This is an optimization exercise on Yosys and OpenROAD, whose aim is small area, not a production implementation.
The RTL of this run was laid out without a check of its function.
Power is estimated from default activity; no workload was simulated.

## design.v

```verilog
module ho2mx_rx_skid #(
    parameter int DATA_W = 512,
    parameter int USER_W = 10,
    parameter int CNT_W  = 32
) (
    input  logic                clk,
    input  logic                rst,
    input  logic                enq,
    input  logic [DATA_W-1:0]   in_data,
    input  logic [DATA_W/8-1:0] in_keep,
    input  logic                in_last,
    input  logic [USER_W-1:0]   in_user,
    output logic [1:0]          cnt,
    output logic                out_valid,
    input  logic                out_ready,
    output logic [DATA_W-1:0]   out_data,
    output logic [DATA_W/8-1:0] out_keep,
    output logic                out_last,
    output logic [USER_W-1:0]   out_user,
    output logic [CNT_W-1:0]    pkt_cnt
);
    localparam int KEEP_W = DATA_W / 8;
    localparam int ENT_W  = DATA_W + KEEP_W + 1 + USER_W;
    logic [ENT_W-1:0] ent0_q, ent0_d, ent1_q, ent1_d, in_ent_s;
    logic [1:0]       cnt_q, cnt_d;
    logic [CNT_W-1:0] pkt_cnt_q, pkt_cnt_d;
    logic             deq_s;
    always_comb begin
        in_ent_s  = {in_last, in_user, in_keep, in_data};
        deq_s     = (cnt_q != 2'd0) && out_ready;
        ent0_d    = ent0_q;
        ent1_d    = ent1_q;
        cnt_d     = cnt_q;
        case ({enq, deq_s})
            2'b10: begin
                if (cnt_q == 2'd0) begin
                    ent0_d = in_ent_s;
                end else begin
                    ent1_d = in_ent_s;
                end
                cnt_d = cnt_q + 2'd1;
            end
            2'b01: begin
                ent0_d = ent1_q;
                cnt_d  = cnt_q - 2'd1;
            end
            2'b11: begin
                if (cnt_q == 2'd1) begin
                    ent0_d = in_ent_s;
                end else begin
                    ent0_d = ent1_q;
                    ent1_d = in_ent_s;
                end
            end
            default: begin
                cnt_d = cnt_q;
            end
        endcase
        if (deq_s && ent0_q[ENT_W-1]) begin
            pkt_cnt_d = pkt_cnt_q + {{(CNT_W-1){1'b0}}, 1'b1};
        end else begin
            pkt_cnt_d = pkt_cnt_q;
        end
    end
    always_ff @(posedge clk or posedge rst) begin
        if (rst) begin
            ent0_q    <= {ENT_W{1'b0}};
            ent1_q    <= {ENT_W{1'b0}};
            cnt_q     <= 2'd0;
            pkt_cnt_q <= {CNT_W{1'b0}};
        end else begin
            ent0_q    <= ent0_d;
            ent1_q    <= ent1_d;
            cnt_q     <= cnt_d;
            pkt_cnt_q <= pkt_cnt_d;
        end
    end
    assign cnt       = cnt_q;
    assign out_valid = (cnt_q != 2'd0);
    assign out_data  = ent0_q[DATA_W-1:0];
    assign out_keep  = ent0_q[DATA_W +: KEEP_W];
    assign out_user  = ent0_q[DATA_W+KEEP_W +: USER_W];
    assign out_last  = ent0_q[ENT_W-1];
    assign pkt_cnt   = pkt_cnt_q;
endmodule
module ho2mx_rx_splitter #(
    parameter int DATA_W = 512,
    parameter int USER_W = 10,
    parameter int CNT_W  = 32
) (
    input  logic                  clk,
    input  logic                  rst,
    input  logic                  in_tvalid,
    output logic                  in_tready,
    input  logic [DATA_W-1:0]     in_tdata,
    input  logic [DATA_W/8-1:0]   in_tkeep,
    input  logic                  in_tlast,
    input  logic [USER_W-1:0]     in_tuser_vendor,
    output logic                  req_tvalid,
    input  logic                  req_tready,
    output logic [DATA_W-1:0]     req_tdata,
    output logic [DATA_W/8-1:0]   req_tkeep,
    output logic                  req_tlast,
    output logic [USER_W-1:0]     req_tuser_vendor,
    output logic                  cpl_tvalid,
    input  logic                  cpl_tready,
    output logic [DATA_W-1:0]     cpl_tdata,
    output logic [DATA_W/8-1:0]   cpl_tkeep,
    output logic                  cpl_tlast,
    output logic [USER_W-1:0]     cpl_tuser_vendor,
    output logic [CNT_W-1:0]      req_pkt_cnt,
    output logic [CNT_W-1:0]      cpl_pkt_cnt
);
    localparam logic ROUTE_REQ = 1'b1;
    localparam logic ROUTE_CPL = 1'b0;
    logic       sop_q, sop_d, route_q, route_d;
    logic       is_req_s, eff_route_s, in_tready_s, accept_s, enq_req_s, enq_cpl_s;
    logic [1:0] req_cnt_s, cpl_cnt_s;
    always_comb begin
        is_req_s    = in_tvalid && (in_tdata[28:24] == 5'b00000);
        eff_route_s = sop_q ? is_req_s : route_q;
        if (eff_route_s == ROUTE_REQ) begin
            in_tready_s = !rst && (req_cnt_s != 2'd2);
        end else begin
            in_tready_s = !rst && (cpl_cnt_s != 2'd2);
        end
        accept_s  = in_tvalid && in_tready_s;
        enq_req_s = accept_s && (eff_route_s == ROUTE_REQ);
        enq_cpl_s = accept_s && (eff_route_s == ROUTE_CPL);
        sop_d     = accept_s ? in_tlast : sop_q;
        route_d   = (accept_s && sop_q) ? is_req_s : route_q;
    end
    always_ff @(posedge clk or posedge rst) begin
        if (rst) begin
            sop_q   <= 1'b1;
            route_q <= ROUTE_CPL;
        end else begin
            sop_q   <= sop_d;
            route_q <= route_d;
        end
    end
    assign in_tready = in_tready_s;
    ho2mx_rx_skid #(.DATA_W(DATA_W), .USER_W(USER_W), .CNT_W(CNT_W)) u_req_skid (
        .clk       (clk),
        .rst       (rst),
        .enq       (enq_req_s),
        .in_data   (in_tdata),
        .in_keep   (in_tkeep),
        .in_last   (in_tlast),
        .in_user   (in_tuser_vendor),
        .cnt       (req_cnt_s),
        .out_valid (req_tvalid),
        .out_ready (req_tready),
        .out_data  (req_tdata),
        .out_keep  (req_tkeep),
        .out_last  (req_tlast),
        .out_user  (req_tuser_vendor),
        .pkt_cnt   (req_pkt_cnt)
    );
    ho2mx_rx_skid #(.DATA_W(DATA_W), .USER_W(USER_W), .CNT_W(CNT_W)) u_cpl_skid (
        .clk       (clk),
        .rst       (rst),
        .enq       (enq_cpl_s),
        .in_data   (in_tdata),
        .in_keep   (in_tkeep),
        .in_last   (in_tlast),
        .in_user   (in_tuser_vendor),
        .cnt       (cpl_cnt_s),
        .out_valid (cpl_tvalid),
        .out_ready (cpl_tready),
        .out_data  (cpl_tdata),
        .out_keep  (cpl_tkeep),
        .out_last  (cpl_tlast),
        .out_user  (cpl_tuser_vendor),
        .pkt_cnt   (cpl_pkt_cnt)
    );
endmodule
```

## run.sh

```bash
#!/bin/bash
# synth_recipe.tcl (not shown) runs the flow's synth.tcl, then flattens the netlist and writes it again
# the make line also repeats each setting of config.mk as NAME=value (left out here)
make -C /OpenROAD-flow-scripts/flow DESIGN_CONFIG=/design/flow/config.mk WORK_HOME=/design/flow/orfs CLKGATE_MAP_FILE= SYNTH_SCRIPT=/design/flow/synth_recipe.tcl finish
```

## config.mk

```make
export PLATFORM = sky130hd
export DESIGN_NAME = ho2mx_rx_splitter
export DESIGN_NICKNAME = ho2mx_rx_splitter
export VERILOG_FILES = /design/flow/design.v
export SDC_FILE = /design/flow/constraint.sdc
export NUM_CORES = 4
export LEC_CHECK = 0
export CAP_MARGIN = 20
export CORE_AREA = 5 5 675 675
export DIE_AREA = 0 0 680 680
export SLEW_MARGIN = 20
```

## constraint.sdc

```tcl
create_clock -name core_clock -period 5.0 [get_ports {clk}]
set_input_delay 1.0000 -clock core_clock [delete_from_list [all_inputs] [get_ports {clk}]]
set_output_delay 1.0000 -clock core_clock [all_outputs]
set_load 0.01 [all_outputs]
```

==> flow_metrics.py <==
metrics = {
    "status": {
        "status": "complete, no violations",
    },
    "final_layout": {
        "fin_cells": 16002,
        "postLayoutCoreUtil_pct": 29.7,
        "areaGrowthSynthToFinish_pct": 36.4,
        "design_area_um2": 133000,
        "layout.nets": 10389,
        "fillers": 45997,
        "drive_above_1_share_pct": 15.1,
    },
    "clock_network": {
        "cts_tree": "done",
        "clock_latency_ns": 0.90,
        "cts_buffers": 282,
        "clk_pin_slew_worst_paths_ns": 0.05,
        "cts_buffer_depth": 4,
        "cts-root-buf": "clkbuf_16",
        "ctsHoldBuffers": 0,
        "ctsHtreeMaxLevel": 5,
        "cts.sinks": 2418,
        "cts_resized": 0,
        "post_cts_buffers": 0,
    },
    "timing": {
        "setup_slack_ns": 0.687,
        "worst_pin_slew_ns": 0.961,
        "slew_headroom_pct": 35.9,
        "timing.fmax_ghz": 0.232,
        "setup_viol": 0,
        "timing.hold.ws_ns": 0.488,
        "period_minus_slack_ns": 4.31,
        "finalClockSkew_ns": 0.0601,
        "period_share_pct": 86.3,
        "finalSetupTns_ns": 0,
        "hold_viol_final": 0,
        "finalMaxSlewViolations": 0,
        "rsz0062_at_grt": "no",
    },
    "placed_design": {
        "dpl-instance-area_um2": 124000,
        "dp_slack_ns": 0.419,
        "port_buffers": 1832,
        "dpl.hpwl_mm": 329,
        "routabilityCongestion": 0.914,
        "dp_cells": 15453,
    },
    "yosys": {
        "ys_types": 40,
        "yosysSeqAreaShare_pct": 62.0,
        "netlist_instances": 8022,
        "ys_async_sr_fraction_pct": 100,
        "synth_seq_cells": 2418,
        "synth_area_um2": 97600,
        "synth-edff-count": 0,
        "syn_avg_cell_area_um2": 12.2,
        "synth_flop_cell": "dfrtp_1",
        "yosysWarnings": 2,
        "synth_nets": 8626,
    },
    "grt": {
        "grt_max_degree": 164,
        "grt_antenna_before_repair": 65,
        "grt_pass1_vias": 72751,
        "gr-total-overflow": 0,
        "grt_pass1_wl_mm": 594,
        "grt.total_usage_pct": 17.8,
    },
    "power_and_ir_drop": {
        "power_mw": 89.9,
        "ir_drop_v": 0.000358,
        "p_per_area_nw_per_um2": 676,
        "p_leak_nw": 55.6,
    },
    "floorplan": {
        "rows": 246,
        "core-area_um2": 448000,
        "initial_core_util_pct": 21.8,
        "io_pins": 1833,
        "chipWidth_um": 680,
        "die_y_um": 680,
        "die_area_um2": 462000,
    },
    "detailed_routing": {
        "drt-vias-per-instance": 4.69,
        "dr.first_iter.drc_count": 6445,
        "firstDrtPassIters": 7,
        "drtAntennaViolNets": 0,
        "drc": 0,
        "wl_per_cell_um": 26.9,
        "via_count": 74990,
        "wirelength_mm": 431,
    },
    "worst_setup_path": {
        "critical_path.endpoint_type": "output port",
        "cp_max_fo": 5,
        "worstSetupPathType": "input pin to output port",
        "critPathLaunchType": "input pin",
        "cp.required_ns": 4.00,
        "crit_start": "in_tdata[27]",
        "arrival_ns": 3.31,
        "r2r_start": "u_req_skid.cnt_q[0]$_DFFE_PP0P_",
    },
    "min_path": {
        "min-delay-start": "u_cpl_skid.ent1_q[138]$_DFFE_PP0P_",
        "min_path_type": "flip-flop to flip-flop",
    },
    "flow_run": {
        "maxCapViolations": 0,
    },
}
[registers in the layout (all words and copies together), names as in the netlist, 2 cells and up]
register / cells
u_req_skid.ent0_q: 587
u_req_skid.ent1_q: 587
u_cpl_skid.cnt_q: 2
u_cpl_skid.ent1_q: 587
u_cpl_skid.pkt_cnt_q: 32
u_req_skid.pkt_cnt_q: 32
u_cpl_skid.ent0_q: 587
u_req_skid.cnt_q: 2
[final cells by class]
type                            instances  area, um2  area share [%]
Multi-Input combinational cell       4931      33900            25.5
Tap cell                             5952       7450            5.59
Antenna cell                           46        115          0.0865
Inverter                               20       78.8          0.0592
Clock inverter                         82       1060           0.794
Timing Repair Buffer                 2132      21700            16.3
Clock buffer                          421       8220            6.18
Sequential cell                      2418      60500            45.5
[metal layers]
| metal | GRT usage [%] | up-vias | share of wire (%) | routed length, um |
|---|---|---|---|---|
| met5 | 0 | - | 0.023 | 101 |
| met4 | 7.24 | 18 | 4.5 | 19500 |
| met3 | 6.93 | 590 | 11 | 45600 |
| met2 | 26.9 | 2918 | 44 | 191000 |
| met1 | 22.8 | 38937 | 41 | 175000 |
| li1 | - | 32527 | - | - |
[power by group]
group,leakage (nW),internal (mW),switching [mW]
Combinational,21.7,15.8,19.5
Clock,4.52,12.0,8.85
Sequential,29.3,28.2,5.59
Total,55.6,56.0,33.9
[kinds of logic after synthesis]
family / Yosys count / synth area share (%)
compound gates: 2365 / 15.2
xor+xnor: 66 / 0.592
fa+ha+maj: 12 / 0.154
buf+inv: 673 / 3.27
flops: 2418 / 62.0
mux: 1174 / 13.5
simple gates: 1314 / 5.26
[cells in the final DEF, fill, tap and decap left out, types with 77 or more instances in the layout]
cell type	instances
mux2_2	776
nor2_1	1189
clkbuf_16	284
buf_4	209
buf_12	91
mux2_1	398
a22oi_1	1174
dfrtp_1	2417
a21oi_1	1178
clkbuf_1	77
clkdlybuf4s50_1	1832
[cells in the mapped netlist (21+ instances only)]
library cell     n  area share, %
a21oi_1       1178            6.0
a22oi_1       1174            9.0
buf_1           21          0.081
buf_2          306            1.6
buf_4           67           0.52
clkbuf_1       254           0.98
dfrtp_1       2417             62
mux2_1         398            4.6
mux2_2         776            9.0
nand2_1         42           0.16
nand3_1         29           0.15
nor2_1        1191            4.6
xnor2_1         51           0.46
[critical path: stages]
cell and delay [ns]:
clkdlybuf4s50_1 0.63, nor4_4 0.38, a41o_1 0.38, nor2_1 0.07, nor3_1 0.19, clkdlybuf4s50_1 0.66
[path summary, 6_finish.rpt]
| path | slack [ns] | cells after the start | endpoint |
|---|---|---|---|
| setup reg to reg | 1.50 | 10 | u_req_skid.ent1_q[257]$_DFFE_PP0P_ |
| setup / recovery | 0.69 | 6 | in_tready |
| min in group asynchronous | 0.85 | 3 | u_req_skid.ent1_q[537]$_DFFE_PP0P_ |
| hold reg to reg | 0.49 | 1 | u_cpl_skid.ent1_q[138]$_DFFE_PP0P_ |
| max in group asynchronous | 2.53 | 5 | u_cpl_skid.ent0_q[275]$_DFFE_PP0P_ |
| hold / removal | 0.49 | 1 | u_cpl_skid.ent1_q[138]$_DFFE_PP0P_ |

## what the ideal ports hide
How much do the figures lean on ideal ports? The routed layout below was timed once more, with nothing changed but the port constraints. Step 1: set_driving_cell puts a clkbuf_16 on clk and a buf_2 on each other input, an assumption about the parent block. Step 2 also shifts input and output timing later by t, the mid clock arrival at the registers, as if the neighbouring blocks saw the same clock. Three values: ideal, step 1, step 2; two values: the first two.
shift t [ns]: 1.014
setup WS [ns]: 0.687 / 0.662 / 0.398
worst register clock-pin slew, ns: 0.07 / 0.07
worst data-port slew with drivers (ns): 0.31
pins driven straight from the clock port: 1
After both steps this run still meets setup and hold. The setup slack of this run moves by -0.025 ns with the drivers and by -0.289 ns with both steps.
